Source: an optimization exercise on an open RTL-to-GDS flow (aim: a short achievable clock period and few clock cycles). Production flows keep margins and buffers that such runs may drop. In this exercise RTL edits were held to simulation tests only and were not proved equivalent to the original. No activity file was given, so power comes from the tool's default toggle rates.

==> design.v <==
package riscv_pkg;
    localparam int xlen = 32;
    localparam int reg_addr_w = 5;
    typedef logic [xlen-1:0] word_t;
    typedef logic [reg_addr_w-1:0] reg_addr_t;
    localparam logic [6:0] op_alu_r = 7'b0110011;
    localparam logic [6:0] op_alu_i = 7'b0010011;
    localparam logic [6:0] op_lui = 7'b0110111;
    localparam logic [6:0] op_load = 7'b0000011;
    localparam logic [6:0] op_store = 7'b0100011;
    localparam logic [6:0] op_branch = 7'b1100011;
    localparam logic [6:0] op_jal = 7'b1101111;
    localparam logic [1:0] br_eq = 2'd0;
    localparam logic [1:0] br_ne = 2'd1;
    localparam logic [1:0] br_lt = 2'd2;
    localparam word_t reset_pc = 32'h0000_0000;
    typedef enum logic [3:0] {
        alu_add,
        alu_sub,
        alu_and,
        alu_or,
        alu_xor,
        alu_slt,
        alu_sll,
        alu_srl,
        alu_pass_b
    } alu_op_t;
    typedef struct packed {
        logic valid;
        word_t pc;
        word_t inst;
    } if_id_t;
    typedef struct packed {
        logic valid;
        word_t pc;
        word_t rs1_val;
        word_t rs2_val;
        word_t imm;
        reg_addr_t rd;
        alu_op_t alu_op;
        logic use_imm;
        logic is_load;
        logic is_store;
        logic is_branch;
        logic is_jal;
        logic writes_rd;
        logic [1:0] branch_cond;
    } id_ex_t;
    typedef enum logic {
        mem_idle,
        mem_wait
    } mem_state_t;
endpackage
`timescale 1ns/1ps
module rf_read_m (
    input logic [1023:0] regs,
    input logic [4:0] sel,
    output logic [31:0] v
);
    assign v = regs[sel * 32 +: 32];
endmodule
`timescale 1ns/1ps
module pg_leaf (
    input logic a,
    input logic b,
    output logic g,
    output logic t
);
    assign g = a & b;
    assign t = a | b;
endmodule
module pg_cell_n (
    input logic gh,
    input logic th,
    input logic gl,
    input logic tl,
    output logic gn,
    output logic tn
);
    assign gn = !(gh | (th & gl));
    assign tn = !(th & tl);
endmodule
module pg_cell_p (
    input logic ghn,
    input logic thn,
    input logic gln,
    input logic tln,
    output logic g,
    output logic t
);
    assign g = !(ghn & (thn | gln));
    assign t = !(thn | tln);
endmodule
module sum_bit (
    input logic a,
    input logic b,
    input logic c,
    output logic s
);
    assign s = a ^ b ^ c;
endmodule
module ks_add #(
    parameter int W = 32
) (
    input logic [W-1:0] a,
    input logic [W-1:0] b,
    input logic cin,
    output logic [W-1:0] s,
    output logic co
);
    localparam int N = W + 1;
    localparam int L = (N > 32) ? 6 : (N > 8) ? 4 : 2;
    logic [(L+1)*N-1:0] g;
    logic [(L+1)*N-1:0] t;
    assign g[0] = cin;
    assign t[0] = 1'b0;
    for (genvar i = 0; i < W; i++) begin : leaf
        pg_leaf u_leaf (.a(a[i]), .b(b[i]), .g(g[i+1]), .t(t[i+1]));
    end
    for (genvar l = 0; l < L; l++) begin : lvl
        for (genvar i = 0; i < N; i++) begin : pos
            if (i >= (1 << l)) begin : c
                if (l % 2 == 0) begin : n
                    pg_cell_n u_cell (
                        .gh(g[l*N+i]), .th(t[l*N+i]),
                        .gl(g[l*N+i-(1<<l)]), .tl(t[l*N+i-(1<<l)]),
                        .gn(g[(l+1)*N+i]), .tn(t[(l+1)*N+i])
                    );
                end else begin : p
                    pg_cell_p u_cell (
                        .ghn(g[l*N+i]), .thn(t[l*N+i]),
                        .gln(g[l*N+i-(1<<l)]), .tln(t[l*N+i-(1<<l)]),
                        .g(g[(l+1)*N+i]), .t(t[(l+1)*N+i])
                    );
                end
            end else begin : p
                assign g[(l+1)*N+i] = !g[l*N+i];
                assign t[(l+1)*N+i] = !t[l*N+i];
            end
        end
    end
    for (genvar i = 0; i < W; i++) begin : sum
        sum_bit u_sum (.a(a[i]), .b(b[i]), .c(g[L*N+i]), .s(s[i]));
    end
    assign co = g[L*N+W];
endmodule
module cmp_leaf_l (
    input logic a,
    input logic b,
    output logic l
);
    assign l = !a & b;
endmodule
module cmp_leaf_e (
    input logic a,
    input logic b,
    output logic e
);
    assign e = !(a ^ b);
endmodule
module cmp_cell_n (
    input logic lh,
    input logic eh,
    input logic ll,
    input logic el,
    output logic ln,
    output logic en
);
    assign ln = !(lh | (eh & ll));
    assign en = !(eh & el);
endmodule
module cmp_cell_p (
    input logic lhn,
    input logic ehn,
    input logic lln,
    input logic eln,
    output logic l,
    output logic e
);
    assign l = !(lhn & (ehn | lln));
    assign e = !(ehn | eln);
endmodule
module ks_cmp (
    input logic [31:0] a,
    input logic [31:0] b,
    output logic lt,
    output logic eq
);
    logic [63:0] l;
    logic [63:0] e;
    for (genvar i = 0; i < 31; i++) begin : leaf
        cmp_leaf_l u_l (.a(a[i]), .b(b[i]), .l(l[32+i]));
        cmp_leaf_e u_e (.a(a[i]), .b(b[i]), .e(e[32+i]));
    end
    cmp_leaf_l u_sl (.a(b[31]), .b(a[31]), .l(l[63]));
    cmp_leaf_e u_se (.a(a[31]), .b(b[31]), .e(e[63]));
    for (genvar k = 1; k < 32; k++) begin : node
        if (k >= 16 || (k >= 4 && k < 8) || k == 1) begin : n
            cmp_cell_n u_cell (
                .lh(l[2*k+1]), .eh(e[2*k+1]), .ll(l[2*k]), .el(e[2*k]),
                .ln(l[k]), .en(e[k])
            );
        end else begin : p
            cmp_cell_p u_cell (
                .lhn(l[2*k+1]), .ehn(e[2*k+1]), .lln(l[2*k]), .eln(e[2*k]),
                .l(l[k]), .e(e[k])
            );
        end
    end
    assign lt = !l[1];
    assign eq = !e[1];
endmodule
module inc4_m (
    input logic [31:0] a,
    output logic [31:0] y
);
    assign y = {a[31:2] + 30'd1, a[1:0]};
endmodule
`timescale 1ns/1ps
module if_pred_m (
    input logic [11:0] pc,
    input logic [31:0] inst,
    input logic bht_t,
    output logic pt,
    output logic [11:0] tgt,
    output logic c12
);
    logic isjal, isbr, cj, cb;
    logic [11:0] tj, tb;
    assign isjal = inst[6:0] == 7'b1101111;
    assign isbr = inst[6:0] == 7'b1100011 &&
                  (inst[14:12] == 3'b000 || inst[14:12] == 3'b001 || inst[14:12] == 3'b100);
    assign pt = isjal || (isbr && (inst[31] || bht_t));
    ks_add #(.W(12)) u_tj (.a(pc), .b({inst[20], inst[30:21], 1'b0}), .cin(1'b0), .s(tj), .co(cj));
    ks_add #(.W(12)) u_tb (.a(pc), .b({inst[7], inst[30:25], inst[11:8], 1'b0}), .cin(1'b0), .s(tb), .co(cb));
    assign tgt = isjal ? tj : tb;
    assign c12 = isjal ? cj : cb;
endmodule
module bht_read_m (
    input logic [15:0] t,
    input logic [3:0] idx,
    output logic v
);
    assign v = t[idx];
endmodule
module shift_m (
    input logic [31:0] a,
    input logic [4:0] n,
    output logic [31:0] shl,
    output logic [31:0] shr
);
    assign shl = a << n;
    assign shr = a >> n;
endmodule
module ex_m (
    input logic [31:0] e_a,
    input logic [31:0] e_b,
    input logic [31:0] e_sd,
    input logic [31:0] m_res,
    input logic [31:0] rdata,
    input logic [4:0] e_sh,
    input logic e_a_m,
    input logic e_b_m,
    input logic e_s_m,
    input logic e_s_r,
    input logic e_sub,
    input logic e_sll,
    input logic e_slt,
    input logic e_xor,
    input logic e_srl,
    input logic e_or,
    input logic e_and,
    input logic e_pt,
    input logic [31:0] e_tgt,
    input logic [31:0] e_pc4,
    input logic e_bne,
    input logic e_blt,
    input logic e_isjal,
    input logic e_isbr,
    input logic e_valid,
    input logic e_pn,
    input logic [31:0] pc_norm,
    output logic [31:0] ea,
    output logic [31:0] eb,
    output logic [31:0] res,
    output logic [31:0] sum,
    output logic [31:0] esd,
    output logic cond,
    output logic taken,
    output logic ex_mp,
    output logic [31:0] pc_next
);
    logic [31:0] diff;
    logic lt, eq, plain_add;
    logic [31:0] sum_nn, sum_mn, sum_nm, diff_nn, diff_mn, diff_nm;
    logic eq_nn, eq_mn, eq_nm, lt_nn, lt_mn, lt_nm;
    assign ea = e_a_m ? m_res : e_a;
    assign eb = e_b_m ? m_res : e_b;
    assign esd = e_s_m ? m_res : (e_s_r ? rdata : e_sd);
    ks_add #(.W(32)) u_sum_nn (.a(e_a), .b(e_b), .cin(1'b0), .s(sum_nn), .co());
    ks_add #(.W(32)) u_sum_mn (.a(m_res), .b(e_b), .cin(1'b0), .s(sum_mn), .co());
    ks_add #(.W(32)) u_sum_nm (.a(e_a), .b(m_res), .cin(1'b0), .s(sum_nm), .co());
    ks_add #(.W(32)) u_diff_nn (.a(e_a), .b(~e_b), .cin(1'b1), .s(diff_nn), .co());
    ks_add #(.W(32)) u_diff_mn (.a(m_res), .b(~e_b), .cin(1'b1), .s(diff_mn), .co());
    ks_add #(.W(32)) u_diff_nm (.a(e_a), .b(~m_res), .cin(1'b1), .s(diff_nm), .co());
    ks_cmp u_cmp_nn (.a(e_a), .b(e_b), .lt(lt_nn), .eq(eq_nn));
    ks_cmp u_cmp_mn (.a(m_res), .b(e_b), .lt(lt_mn), .eq(eq_mn));
    ks_cmp u_cmp_nm (.a(e_a), .b(m_res), .lt(lt_nm), .eq(eq_nm));
    always_comb begin
        case ({e_a_m, e_b_m})
            2'b00: begin sum = sum_nn; diff = diff_nn; eq = eq_nn; lt = lt_nn; end
            2'b10: begin sum = sum_mn; diff = diff_mn; eq = eq_mn; lt = lt_mn; end
            2'b01: begin sum = sum_nm; diff = diff_nm; eq = eq_nm; lt = lt_nm; end
            default: begin sum = {m_res[30:0], 1'b0}; diff = 32'd0; eq = 1'b1; lt = 1'b0; end
        endcase
    end
    logic [31:0] shl, shr;
    logic [4:0] sh;
    assign sh = e_b_m ? m_res[4:0] : e_sh;
    shift_m u_shift (.a(ea), .n(sh), .shl(shl), .shr(shr));
    assign plain_add = !(e_sub || e_sll || e_slt || e_xor || e_srl || e_or || e_and);
    logic v_nn, v_mn, v_nm, v_mm;
    logic [12:0] rsel;
    assign v_nn = !e_a_m && !e_b_m;
    assign v_mn = e_a_m && !e_b_m;
    assign v_nm = !e_a_m && e_b_m;
    assign v_mm = e_a_m && e_b_m;
    assign rsel = {e_slt, e_and, e_or, e_xor, e_srl, e_sll,
                   e_sub && v_nm, e_sub && v_mn, e_sub && v_nn,
                   plain_add && v_mm, plain_add && v_nm, plain_add && v_mn, plain_add && v_nn};
    res_mux_m u_res (
        .s_nn(sum_nn), .s_mn(sum_mn), .s_nm(sum_nm), .s_mm({m_res[30:0], 1'b0}),
        .d_nn(diff_nn), .d_mn(diff_mn), .d_nm(diff_nm), .shl(shl), .shr(shr),
        .lx(ea ^ eb), .lo(ea | eb), .la(ea & eb), .lt(lt), .sel(rsel), .res(res)
    );
    logic pt, mp_t, mp_n;
    logic [31:0] pc_t, pc_n;
    assign pt = e_pt;
    assign cond = e_bne ? !eq : (e_blt ? lt : eq);
    assign taken = e_isjal || (e_isbr && cond);
    assign mp_t = e_valid && !pt;
    assign mp_n = e_valid && !e_pn;
    assign ex_mp = taken ? mp_t : mp_n;
    assign pc_t = mp_t ? e_tgt : pc_norm;
    assign pc_n = mp_n ? e_pc4 : pc_norm;
    assign pc_next = taken ? pc_t : pc_n;
endmodule
module res_mux_m (
    input logic [31:0] s_nn,
    input logic [31:0] s_mn,
    input logic [31:0] s_nm,
    input logic [31:0] s_mm,
    input logic [31:0] d_nn,
    input logic [31:0] d_mn,
    input logic [31:0] d_nm,
    input logic [31:0] shl,
    input logic [31:0] shr,
    input logic [31:0] lx,
    input logic [31:0] lo,
    input logic [31:0] la,
    input logic lt,
    input logic [12:0] sel,
    output logic [31:0] res
);
    assign res = ({32{sel[0]}} & s_nn) | ({32{sel[1]}} & s_mn) | ({32{sel[2]}} & s_nm) |
                 ({32{sel[3]}} & s_mm) | ({32{sel[4]}} & d_nn) | ({32{sel[5]}} & d_mn) |
                 ({32{sel[6]}} & d_nm) | ({32{sel[7]}} & shl) | ({32{sel[8]}} & shr) |
                 ({32{sel[9]}} & lx) | ({32{sel[10]}} & lo) | ({32{sel[11]}} & la) |
                 {31'd0, sel[12] & lt};
endmodule
`timescale 1ns/1ps
module riscv_core (
    input logic clk,
    input logic rst,
    output logic [31:0] inst_addr,
    input logic [31:0] inst_data,
    output logic [31:0] mem_addr,
    output logic [31:0] wdata,
    output logic read_en,
    output logic write_en,
    input logic [31:0] rdata,
    input logic mem_ready
);
    logic [31:0] pc_f;
    logic [31:0] pc_o;
    logic        d_valid;
    logic [31:0] d_inst;
    logic [31:0] d_pc;
    logic [31:0] d_pc4;
    logic [31:0] d_pnpc;
    logic        d_pt;
    logic        d_c12;
    logic        e_valid;
    logic [31:0] e_a;
    logic [31:0] e_b;
    logic [4:0]  e_sh;
    logic [31:0] e_sd;
    logic [31:0] e_pc4;
    logic [31:0] e_tgt;
    logic        e_pt;
    logic [3:0]  e_idx;
    logic [4:0]  e_rd;
    logic        e_we;
    logic        e_isld;
    logic        e_isst;
    logic        e_isbr;
    logic        e_fwd;
    logic        e_isjal;
    logic        e_bne;
    logic        e_blt;
    logic        e_pn;
    logic        e_a_m;
    logic        e_b_m;
    logic        e_s_m;
    logic        e_s_r;
    logic        e_sub;
    logic        e_sll;
    logic        e_slt;
    logic        e_xor;
    logic        e_srl;
    logic        e_or;
    logic        e_and;
    logic [31:0] m_res;
    logic [31:0] p_addr;
    logic [31:0] p_data;
    logic [31:0] p_data_c;
    logic [4:0]  m_rd;
    logic        m_we;
    logic        p_rd;
    logic        p_rd_o;
    logic        p_wr_o;
    logic        p_wr;
    logic        m_ld;
    logic        pl_valid;
    logic        pl_dead;
    logic [4:0]  pl_rd;
    logic        sb_valid;
    logic        sb_pend;
    logic [31:0] sb_addr;
    logic [31:0] sb_data;
    logic        lw_we;
    logic [4:0]  lw_rd;
    logic [31:0] lw_val;
    logic        w_we;
    logic [4:0]  w_rd;
    logic [31:0] w_val;
    logic [31:0] rf [1:31];
    logic [15:0] bht;
    assign inst_addr = pc_o;
    assign mem_addr = p_addr;
    assign wdata = p_data;
    assign read_en = p_rd_o;
    assign write_en = p_wr_o;
    logic port_stall;
    logic hold;
    logic ld_done;
    logic h_m;
    logic h_pend;
    logic id_stall;
    logic ex_mp;
    logic ld_stall;
    logic taken;
    assign ld_done = p_rd && mem_ready;
    logic pfree;
    assign pfree = !(p_rd || p_wr) || mem_ready;
    assign port_stall = e_isld ? (!pfree || sb_valid) : (e_isst && sb_valid && !pfree);
    assign hold = port_stall;
    logic [31:0] pc_f4;
    logic        f_pt;
    logic [31:0] f_pnpc;
    inc4_m u_pc4 (.a(pc_f), .y(pc_f4));
    logic [11:0] f_t12;
    logic f_bht, f_c12;
    bht_read_m u_bht (.t(bht), .idx(pc_f[5:2]), .v(f_bht));
    if_pred_m u_if_pred (.pc(pc_f[11:0]), .inst(inst_data), .bht_t(f_bht),
                         .pt(f_pt), .tgt(f_t12), .c12(f_c12));
    assign f_pnpc = f_pt ? {pc_f[31:12], f_t12} : pc_f4;
    always_ff @(posedge clk or negedge rst) begin
        if (!rst) begin
            pc_f <= 32'd0;
        end else if (!hold) begin
            pc_f <= pc_next;
        end
    end
    always_ff @(posedge clk or negedge rst) begin
        if (!rst) begin
            pc_o <= 32'd0;
        end else begin
            pc_o <= hold ? pc_f : pc_next;
        end
    end
    always_ff @(posedge clk or negedge rst) begin
        if (!rst) begin
            d_valid <= 1'b0;
        end else if (!hold) begin
            if (ex_mp) d_valid <= 1'b0;
            else if (!id_stall) d_valid <= 1'b1;
        end
    end
    always_ff @(posedge clk) begin
        if (!hold && !id_stall) begin
            d_inst <= inst_data;
            d_pc <= pc_f;
            d_pc4 <= pc_f4;
            d_pnpc <= f_pnpc;
            d_pt <= f_pt;
            d_c12 <= f_c12;
        end
    end
    logic [6:0] opcode;
    logic [2:0] f3;
    logic [4:0] rs1;
    logic [4:0] rs2;
    logic [4:0] rd;
    logic is_alur, is_alui, is_lui, is_ld, is_st, is_brop, is_jal, br_ok;
    logic use_rs1, use_rs2b, writes;
    logic [31:0] imm_i, imm_s, imm_b, imm_j, imm_u, imm_x;
    logic [31:0] tgt_b, tgt_j, id_tgt;
    logic [31:0] rf1, rf2, r1, r2;
    logic [31:0] m_wval;
    logic [31:0] a_d, b_d;
    assign opcode = d_inst[6:0];
    assign f3 = d_inst[14:12];
    assign rs1 = d_inst[19:15];
    assign rs2 = d_inst[24:20];
    assign rd = d_inst[11:7];
    assign is_alur = opcode == 7'b0110011;
    assign is_alui = opcode == 7'b0010011;
    assign is_lui = opcode == 7'b0110111;
    assign is_ld = opcode == 7'b0000011;
    assign is_st = opcode == 7'b0100011;
    assign is_brop = opcode == 7'b1100011;
    assign is_jal = opcode == 7'b1101111;
    assign br_ok = is_brop && (f3 == 3'b000 || f3 == 3'b001 || f3 == 3'b100);
    assign use_rs1 = is_alur || is_alui || is_ld || is_st || br_ok;
    assign use_rs2b = is_alur || br_ok;
    assign writes = (is_alur || is_alui || is_lui || is_ld || is_jal) && (rd != 5'd0);
    assign imm_i = {{20{d_inst[31]}}, d_inst[31:20]};
    assign imm_s = {{20{d_inst[31]}}, d_inst[31:25], d_inst[11:7]};
    assign imm_b = {{19{d_inst[31]}}, d_inst[31], d_inst[7], d_inst[30:25], d_inst[11:8], 1'b0};
    assign imm_j = {{11{d_inst[31]}}, d_inst[31], d_inst[19:12], d_inst[20], d_inst[30:21], 1'b0};
    assign imm_u = {d_inst[31:12], 12'd0};
    assign imm_x = is_lui ? imm_u : (is_st ? imm_s : imm_i);
    ks_add #(.W(32)) u_tgt_b (.a(d_pc), .b(imm_b), .cin(1'b0), .s(tgt_b), .co());
    ks_add #(.W(32)) u_tgt_j (.a(d_pc), .b(imm_j), .cin(1'b0), .s(tgt_j), .co());
    assign id_tgt = is_jal ? tgt_j : tgt_b;
    logic [1023:0] rf_flat;
    always_comb begin
        rf_flat[31:0] = 32'd0;
        for (int i = 1; i < 32; i++) rf_flat[i*32 +: 32] = rf[i];
    end
    rf_read_m u_rf1 (.regs(rf_flat), .sel(rs1), .v(rf1));
    rf_read_m u_rf2 (.regs(rf_flat), .sel(rs2), .v(rf2));
    assign m_wval = m_ld ? rdata : m_res;
    assign r1 = (m_we && m_rd == rs1) ? m_wval :
                (w_we && w_rd == rs1) ? w_val :
                (lw_we && lw_rd == rs1) ? lw_val :
                (pl_valid && !pl_dead && pl_rd == rs1) ? rdata : rf1;
    assign r2 = (m_we && m_rd == rs2) ? m_wval :
                (w_we && w_rd == rs2) ? w_val :
                (lw_we && lw_rd == rs2) ? lw_val :
                (pl_valid && !pl_dead && pl_rd == rs2) ? rdata : rf2;
    assign a_d = use_rs1 ? r1 : (is_jal ? d_pc4 : 32'd0);
    assign b_d = use_rs2b ? r2 : (is_jal ? 32'd0 : imm_x);
    assign ld_stall = d_valid && e_we && e_isld &&
                      ((use_rs1 && e_rd == rs1) || (use_rs2b && e_rd == rs2));
    logic use_rs2x;
    assign use_rs2x = use_rs2b || is_st;
    assign h_m = d_valid && m_ld && m_we && !mem_ready &&
                 ((use_rs1 && rs1 == m_rd) || (use_rs2x && rs2 == m_rd) || (writes && rd == m_rd));
    assign h_pend = d_valid && pl_valid && !pl_dead && !mem_ready &&
                    ((use_rs1 && rs1 == pl_rd) || (use_rs2x && rs2 == pl_rd) ||
                     (writes && rd == pl_rd));
    assign id_stall = ld_stall || h_m || h_pend;
    always_ff @(posedge clk or negedge rst) begin
        if (!rst) begin
            e_valid <= 1'b0;
            e_we <= 1'b0;
            e_isld <= 1'b0;
            e_isst <= 1'b0;
            e_isbr <= 1'b0;
            e_isjal <= 1'b0;
        end else if (!hold) begin
            if (ex_mp || id_stall || !d_valid) begin
                e_valid <= 1'b0;
                e_we <= 1'b0;
                e_isld <= 1'b0;
                e_isst <= 1'b0;
                e_isbr <= 1'b0;
                e_isjal <= 1'b0;
            end else begin
                e_valid <= 1'b1;
                e_we <= writes;
                e_isld <= is_ld;
                e_isst <= is_st;
                e_isbr <= br_ok;
                e_isjal <= is_jal;
            end
        end
    end
    always_ff @(posedge clk) begin
        if (!hold) begin
            e_pc4 <= d_pc4;
            e_tgt <= id_tgt;
            e_pt <= d_pt ? ((!is_jal || (d_inst[31] ? (&d_inst[19:12]) : !(|d_inst[19:12]))) &&
                            (d_c12 == d_inst[31]))
                         : ((is_jal ? imm_j : imm_b) == 32'd4);
            e_idx <= d_pc[5:2];
            e_rd <= rd;
            e_fwd <= !d_inst[31];
            e_bne <= f3 == 3'b001;
            e_blt <= f3 == 3'b100;
            e_pn <= d_pnpc == d_pc4;
            e_sub <= is_alur && f3 == 3'b000 && d_inst[30];
            e_sll <= (is_alur || is_alui) && f3 == 3'b001;
            e_slt <= (is_alur || is_alui) && f3 == 3'b010;
            e_xor <= (is_alur || is_alui) && f3 == 3'b100;
            e_srl <= (is_alur || is_alui) && f3 == 3'b101;
            e_or <= (is_alur || is_alui) && f3 == 3'b110;
            e_and <= (is_alur || is_alui) && f3 == 3'b111;
        end
    end
    always_ff @(posedge clk) begin
        if (hold) begin
            e_a <= ea;
            e_b <= eb;
            e_sh <= e_b_m ? m_res[4:0] : e_sh;
            e_a_m <= 1'b0;
            e_b_m <= 1'b0;
        end else begin
            e_a <= a_d;
            e_b <= b_d;
            e_sh <= b_d[4:0];
            e_a_m <= use_rs1 && e_we && !e_isld && e_rd == rs1;
            e_b_m <= use_rs2b && e_we && !e_isld && e_rd == rs2;
        end
    end
    always_ff @(posedge clk) begin
        if (port_stall) begin
            if (!e_s_r) begin
                e_sd <= esd;
                e_s_m <= 1'b0;
            end
        end else begin
            e_sd <= r2;
            e_s_m <= is_st && e_we && !e_isld && e_rd == rs2;
            e_s_r <= is_st && e_we && e_isld && e_rd == rs2;
        end
    end
    logic [31:0] ea, eb, esd, sum, res, pc_norm, pc_next;
    logic cond;
    assign pc_norm = id_stall ? pc_f : f_pnpc;
    ex_m u_ex (
        .e_a(e_a), .e_b(e_b), .e_sd(e_sd), .m_res(m_res),
        .rdata(rdata), .e_a_m(e_a_m), .e_b_m(e_b_m), .e_s_m(e_s_m), .e_s_r(e_s_r),
        .e_sub(e_sub), .e_sll(e_sll), .e_slt(e_slt), .e_xor(e_xor), .e_srl(e_srl),
        .e_or(e_or), .e_and(e_and), .e_pt(e_pt), .e_tgt(e_tgt), .e_pc4(e_pc4),
        .e_bne(e_bne), .e_blt(e_blt), .e_isjal(e_isjal), .e_isbr(e_isbr),
        .e_valid(e_valid), .e_pn(e_pn), .pc_norm(pc_norm),
        .e_sh(e_sh), .ea(ea), .eb(eb), .res(res), .sum(sum), .esd(esd), .cond(cond), .taken(taken), .ex_mp(ex_mp),
        .pc_next(pc_next)
    );
    always_ff @(posedge clk or negedge rst) begin
        if (!rst) begin
            bht <= 16'd0;
        end else if (!hold && e_isbr && e_fwd) begin
            bht[e_idx] <= cond;
        end
    end
    always_ff @(posedge clk or negedge rst) begin
        if (!rst) begin
            m_we <= 1'b0;
            m_ld <= 1'b0;
        end else if (port_stall) begin
            m_we <= 1'b0;
            m_ld <= 1'b0;
        end else begin
            m_we <= e_we;
            m_ld <= e_isld;
        end
    end
    always_ff @(posedge clk) begin
        m_rd <= e_rd;
    end
    always_ff @(posedge clk or negedge rst) begin
        if (!rst) begin
            pl_valid <= 1'b0;
            lw_we <= 1'b0;
        end else begin
            if (m_ld && !mem_ready) pl_valid <= 1'b1;
            else if (ld_done) pl_valid <= 1'b0;
            lw_we <= pl_valid && ld_done && !pl_dead;
        end
    end
    always_ff @(posedge clk) begin
        if (m_ld && !mem_ready) begin
            pl_rd <= m_rd;
            pl_dead <= !m_we || (e_we && e_rd == m_rd);
        end
        lw_rd <= pl_rd;
        lw_val <= rdata;
    end
    always_ff @(posedge clk) begin
        m_res <= res;
    end
    logic port_sb, port_e, sb_take;
    logic [31:0] sb_wdata;
    assign port_sb = pfree && sb_valid;
    assign port_e = pfree && !sb_valid && (e_isld || e_isst);
    assign sb_take = e_isst && !port_stall && !port_e;
    assign sb_wdata = sb_pend ? rdata : sb_data;
    always_ff @(posedge clk or negedge rst) begin
        if (!rst) begin
            p_rd <= 1'b0;
            p_wr <= 1'b0;
            sb_valid <= 1'b0;
        end else begin
            if (port_sb) begin
                p_rd <= 1'b0;
                p_wr <= 1'b1;
            end else if (port_e) begin
                p_rd <= e_isld;
                p_wr <= e_isst;
            end else if (mem_ready) begin
                p_rd <= 1'b0;
                p_wr <= 1'b0;
            end
            if (sb_take) sb_valid <= 1'b1;
            else if (port_sb) sb_valid <= 1'b0;
        end
    end
    always_ff @(posedge clk or negedge rst) begin
        if (!rst) begin
            p_rd_o <= 1'b0;
            p_wr_o <= 1'b0;
        end else begin
            p_rd_o <= port_sb ? 1'b0 : (port_e ? e_isld : (!mem_ready && p_rd));
            p_wr_o <= port_sb ? 1'b1 : (port_e ? e_isst : (!mem_ready && p_wr));
        end
    end
    always_ff @(posedge clk) begin
        if (sb_take) begin
            sb_addr <= sum;
            sb_data <= esd;
            sb_pend <= e_s_r && !ld_done;
        end else if (ld_done) begin
            sb_data <= sb_wdata;
            sb_pend <= 1'b0;
        end
    end
    always_ff @(posedge clk) begin
        if (port_sb) p_addr <= sb_addr;
        else if (port_e) p_addr <= sum;
    end
    always_ff @(posedge clk) begin
        if (port_sb) p_data_c <= sb_wdata;
        else if (port_e && e_isst) p_data_c <= esd;
    end
    always_ff @(posedge clk) begin
        p_data <= port_sb ? sb_wdata : (port_e ? esd : p_data_c);
    end
    always_ff @(posedge clk or negedge rst) begin
        if (!rst) begin
            w_we <= 1'b0;
        end else begin
            w_we <= m_we && (!m_ld || mem_ready);
        end
    end
    always_ff @(posedge clk) begin
        w_rd <= m_rd;
        w_val <= m_wval;
    end
    always_ff @(posedge clk or negedge rst) begin
        if (!rst) begin
            for (int i = 1; i < 32; i++) rf[i] <= 32'd0;
        end else begin
            if (w_we) rf[w_rd] <= w_val;
            if (lw_we && !(w_we && w_rd == lw_rd)) rf[lw_rd] <= lw_val;
        end
    end
endmodule
==> flow/run.sh <==
#!/bin/bash
set -euo pipefail
bash standard.sh SETUP_SLACK_MARGIN=6.5 finish > orfs_make.log 2>&1
==> standard.sh <==
#!/bin/bash
# synth_recipe.tcl (not shown) runs the flow's synth.tcl, then flattens the netlist and writes it again
# the make line also repeats each setting of config.mk as NAME=value (left out here)
make -C /OpenROAD-flow-scripts/flow DESIGN_CONFIG=/design/flow/config.mk WORK_HOME=/design/flow/orfs CLKGATE_MAP_FILE= SYNTH_SCRIPT=/design/flow/synth_recipe.tcl "${@:-finish}"
==> config.mk <==
export PLATFORM = sky130hd
export DESIGN_NAME = riscv_core
export DESIGN_NICKNAME = riscv_core
export VERILOG_FILES = /design/flow/design.v
export SDC_FILE = /design/flow/constraint.sdc
export NUM_CORES = 4
export LEC_CHECK = 0
export CAP_MARGIN = 20
export CORE_MARGIN = 2
export CORE_UTILIZATION = 40
export SLEW_MARGIN = 20
export SYNTH_HIERARCHICAL = 1
export SYNTH_MINIMUM_KEEP_SIZE = 0
==> constraint.sdc <==
create_clock -name core_clock -period 10.0 [get_ports {clk}]
set_input_delay 2.0000 -clock core_clock [delete_from_list [all_inputs] [get_ports {clk}]]
set_output_delay 2.0000 -clock core_clock [all_outputs]
set_load 0.01 [all_outputs]
==> run summary <==
# TYPE chip_impl_metric gauge
chip_impl_info{name="outcome",value="finished clean"} 1
chip_impl_metric{name="h-tree-depth",unit=""} 4
chip_impl_metric{name="cts_num_sinks",unit=""} 1655
chip_impl_metric{name="synthCells",unit=""} 14353
chip_impl_metric{name="antenna_violations_before_repair",unit=""} 41
chip_impl_info{name="cell_chain_critical_path",value="xnor2_2 -> nand2_1 -> nor2_4 -> nand2_4 -> nor2_4 -> nand2_1 -> inv_1 -> mux2i_1 -> mux2_4 -> a221o_2 -> buf_12 -> or2_4 -> buf_6 -> buf_16 -> a311oi_4 -> nand2_1 -> nand2_1"} 1
chip_impl_info{name="cts_tree",value="built"} 1
chip_impl_metric{name="viasPerCell",unit=""} 6.28
chip_impl_metric{name="number_of_endpoints_failing_setup_at_the_final_stage",unit=""} 0
chip_impl_metric{name="critical_path.max_fanout",unit=""} 7
chip_impl_metric{name="critical_path.n_buffers_inverters",unit=""} 4
chip_impl_metric{name="shortest_clock_period_the_worst_path_allows_after_layout",unit="ps"} 3730
chip_impl_metric{name="p_switching",unit="W"} 0.00884
chip_impl_info{name="critical_path_class",value="reg -> reg"} 1
chip_impl_metric{name="cellInternalPower",unit="W"} 0.0153
chip_impl_metric{name="reg_clk_slew_reported_paths",unit="ps"} 60
chip_impl_metric{name="maximum_number_of_pins_on_one_net_before_global_route_repair",unit=""} 158
chip_impl_metric{name="p_leak",unit="nW"} 66.2
chip_impl_metric{name="coreArea",unit="um2"} 328000
chip_impl_metric{name="setup_tns",unit="ps"} 0
chip_impl_info{name="rsz0062_at_grt",value="yes"} 1
chip_impl_metric{name="grt_first_pass_wirelength",unit="um"} 837000
chip_impl_metric{name="delay_of_the_slowest_critical_path_stage",unit="ps"} 410
chip_impl_info{name="startpoint_type",value="flop"} 1
chip_impl_metric{name="slew_violations",unit=""} 0
chip_impl_metric{name="hold_viol_final",unit=""} 0
chip_impl_metric{name="powerDensity",unit="nW/um2"} 160
chip_impl_metric{name="netlist_area",unit="um2"} 132000
chip_impl_metric{name="first_global_vias",unit=""} 110666
chip_impl_metric{name="drcViolationCount",unit=""} 0
chip_impl_metric{name="final_cycle_share",unit=""} 0.373
chip_impl_metric{name="post-route-worst-setup-slack",unit="ps"} 6270
chip_impl_info{name="path_common_cell",value="nand2_1"} 1
chip_impl_metric{name="die_x",unit="um"} 578
chip_impl_metric{name="drt_iter0_drc",unit=""} 16698
chip_impl_metric{name="fp.dieArea",unit="um2"} 334000
chip_impl_metric{name="via_count",unit=""} 118421
chip_impl_info{name="cp-end-kind",value="flop"} 1
chip_impl_info{name="cts_root_buffer",value="clkbuf_16"} 1
chip_impl_metric{name="postRouteWirelength",unit="um"} 605000
chip_impl_metric{name="report.power.total",unit="W"} 0.0241
chip_impl_metric{name="fraction_of_final_layout_cells_with_drive_strength_greater_than_1",unit=""} 0.233
chip_impl_metric{name="peak_freq",unit="GHz"} 0.268
chip_impl_metric{name="cts.path.max_buffers",unit=""} 4
chip_impl_metric{name="filler_cell_count",unit=""} 31028
chip_impl_metric{name="pwr-share-comb",unit=""} 0.326
chip_impl_metric{name="skew",unit="ps"} 98.4
chip_impl_metric{name="area_growth_from_synthesis_to_layout",unit="%"} 14.4
chip_impl_metric{name="routed_wire_length_per_instance",unit="um"} 32.0
chip_impl_info{name="largest_delay_contributor_family_on_the_critical_path",value="simple AND/OR/NAND/NOR gates"} 1
chip_impl_metric{name="route.antenna.remaining_nets",unit=""} 0
chip_impl_metric{name="tightest_slew",unit="ps"} 1190
chip_impl_metric{name="timing.critical_path.arrival",unit="ps"} 4550
chip_impl_metric{name="worst_skew_pair.late_latency",unit="ps"} 940
chip_impl_metric{name="finalHoldWorstSlack",unit="ps"} 471
chip_impl_metric{name="rows",unit=""} 210
chip_impl_metric{name="global_route.overflow_total",unit=""} 0
chip_impl_metric{name="final_net_count",unit=""} 14469
chip_impl_metric{name="pre_cts_slack",unit="ps"} 4040
chip_impl_metric{name="worst-endpoint-required",unit="ps"} 10820
chip_impl_metric{name="sw_frac_of_total",unit=""} 0.366
chip_impl_metric{name="height_of_the_die",unit="um"} 578
chip_impl_metric{name="maximum_capacitance_violations",unit=""} 0
chip_impl_metric{name="dp.final_hpwl",unit="um"} 385000
chip_impl_metric{name="clock_network_fraction_of_design_power",unit=""} 0.326
chip_impl_metric{name="io_pins",unit=""} 165
chip_impl_metric{name="syn_area_per_cell",unit="um2"} 9.19
chip_impl_metric{name="tritoncts.num_buffers",unit=""} 203
chip_impl_metric{name="detail_route.first_pass.iterations",unit=""} 7
chip_impl_metric{name="timing.max_slew.rel_slack",unit=""} 0.209
chip_impl_metric{name="gp_congestion",unit=""} 1.09
chip_impl_metric{name="io_buffer_count",unit=""} 164
chip_impl_metric{name="initial_core_utilization",unit=""} 0.402
chip_impl_metric{name="grt_util_all_layers",unit=""} 0.347
chip_impl_metric{name="synth_warnings",unit=""} 9
chip_impl_info{name="hold_class",value="reg -> reg"} 1
chip_impl_metric{name="share_seq_of_total_power",unit=""} 0.348
chip_impl_info{name="worst_path_max_delay_cell",value="a221o_2"} 1
chip_impl_metric{name="power.ir.vdd_worst",unit="uV"} 176
[area by class of cell]
cell class / count / area (um2) / area share
timing repair inverter: 6 / 53.8 / 0.000357
clock buffer: 292 / 5910 / 0.0392
timing repair buffer: 815 / 9280 / 0.0615
antenna: 22 / 55.1 / 0.000365
inverter: 430 / 1690 / 0.0112
tap: 4346 / 5440 / 0.0360
sequential: 1655 / 42500 / 0.282
clock inverter: 81 / 1000 / 0.00662
multi-input combinational: 11222 / 85000 / 0.563
[cells in the final DEF (no fill, tap or decap), types with 103 or more instances in the layout]
| cell | n |
|---|---|
| a21oi_1 | 313 |
| a21oi_2 | 694 |
| a22o_1 | 224 |
| a22oi_1 | 214 |
| a31oi_1 | 129 |
| and2_2 | 273 |
| and3_1 | 103 |
| buf_4 | 427 |
| clkbuf_16 | 219 |
| conb_1 | 125 |
| dfrtp_1 | 1031 |
| dfxtp_1 | 144 |
| edfxtp_1 | 389 |
| inv_1 | 359 |
| mux2i_1 | 2162 |
| nand2_1 | 2234 |
| nand3_1 | 286 |
| nor2_1 | 629 |
| nor3_1 | 156 |
| o21ai_0 | 1123 |
| o21ai_2 | 488 |
| or2_1 | 258 |
| xnor2_1 | 149 |
| xor3_1 | 280 |
[worst paths after layout]
| check | start | to | slack [ps] | cells past startpoint |
|---|---|---|---|---|
| max | e_b[31] | pc_f[14] | 6270 | 17 |
| min | e_rd[1] | m_rd[1] | 470 | 0 |
| max reg2reg | e_b[31] | pc_f[14] | 6270 | 17 |
| min reg2reg | e_rd[1] | m_rd[1] | 470 | 0 |
| max in group asynchronous | rst | rf[10][19] | 6810 | 3 |
| min in group asynchronous | rst | rf[1][4] | 1110 | 1 |
[per-stage QoR]
stage | std cells | utilization | instance area [um2]
after floorplan | 14474 | - | 133000
after global placement | 18187 | 0.421 | 138000
after detailed placement | 18187 | 0.421 | 138000
after CTS | 18745 | 0.455 | 149000
after global routing | 18849 | 0.460 | 151000
final | 18869 | 0.461 | 151000
[registers in the layout, indices dropped and copies added (netlist names), 16 cells and up]
register and count:
bht 16, d_inst 32, d_pc 32, d_pc4 32
d_pnpc 32, e_a 32, e_b 32, e_pc4 32
e_sd 32, e_tgt 32, lw_val 32, m_res 32
p_addr 32, p_data 32, p_data_c 32, pc_f 32
rf 992, sb_addr 32, sb_data 32, w_val 32
[metal layers]
metal / up-vias / track usage / wire [um]
met1: 57998 / 0.463 / 241000
met3: 1788 / 0.104 / 74200
met2: 7471 / 0.490 / 245000
li1: 51140 / - / -
met4: 24 / 0.209 / 44500
met5: - / 0 / 218
[timing repair]
| item | 4_1_cts | 5_1_grt |
|---|---|---|
| setup buffers | 137 | 85 |
| gates resized for setup | 851 | 235 |
| pin swaps | 36 | 72 |
| gates cloned | 48 | 16 |
| endpoints found under the setup margin | 733 | 486 |
| hold buffers | 0 | 0 |
[power groups by stage]
stage,Sequential (W),Combinational (W),Clock (W)
floorplan,0.00819,0.00484,0
global placement,0.00854,0.00700,0
detailed placement,0.00854,0.00701,0
CTS,0.00835,0.00752,0.00791
global route,0.00842,0.00819,0.00817
finish,0.00840,0.00787,0.00787
Testbench counts, summed over its fixed seeds: cycles 60,874.

==> what the ideal ports hide <==
How much do the figures lean on ideal ports? The routed layout below was timed once more, with nothing changed but the port constraints. Step 1: set_driving_cell puts a clkbuf_16 on clk and a buf_2 on each other input, an assumption about the parent block. Step 2 adds t to the input delays and takes it off the output delays; t is the mean of the earliest and latest rising clock arrival at the registers after step 1. Input paths then give back, and output paths get back, about the clock's delay inside the block. Three values: ideal, step 1, step 2; two values: the first two.
shift t [ns]: 0.992
slack for setup (ns): 6.270 / 6.270 / 5.364
worst setup path after step 2: input to register
worst data-port slew with drivers (ns): 0.15
After both steps this run still meets setup and hold. For this run, drivers alone change the setup slack by 0.000 ns; drivers and shift together by -0.906 ns.
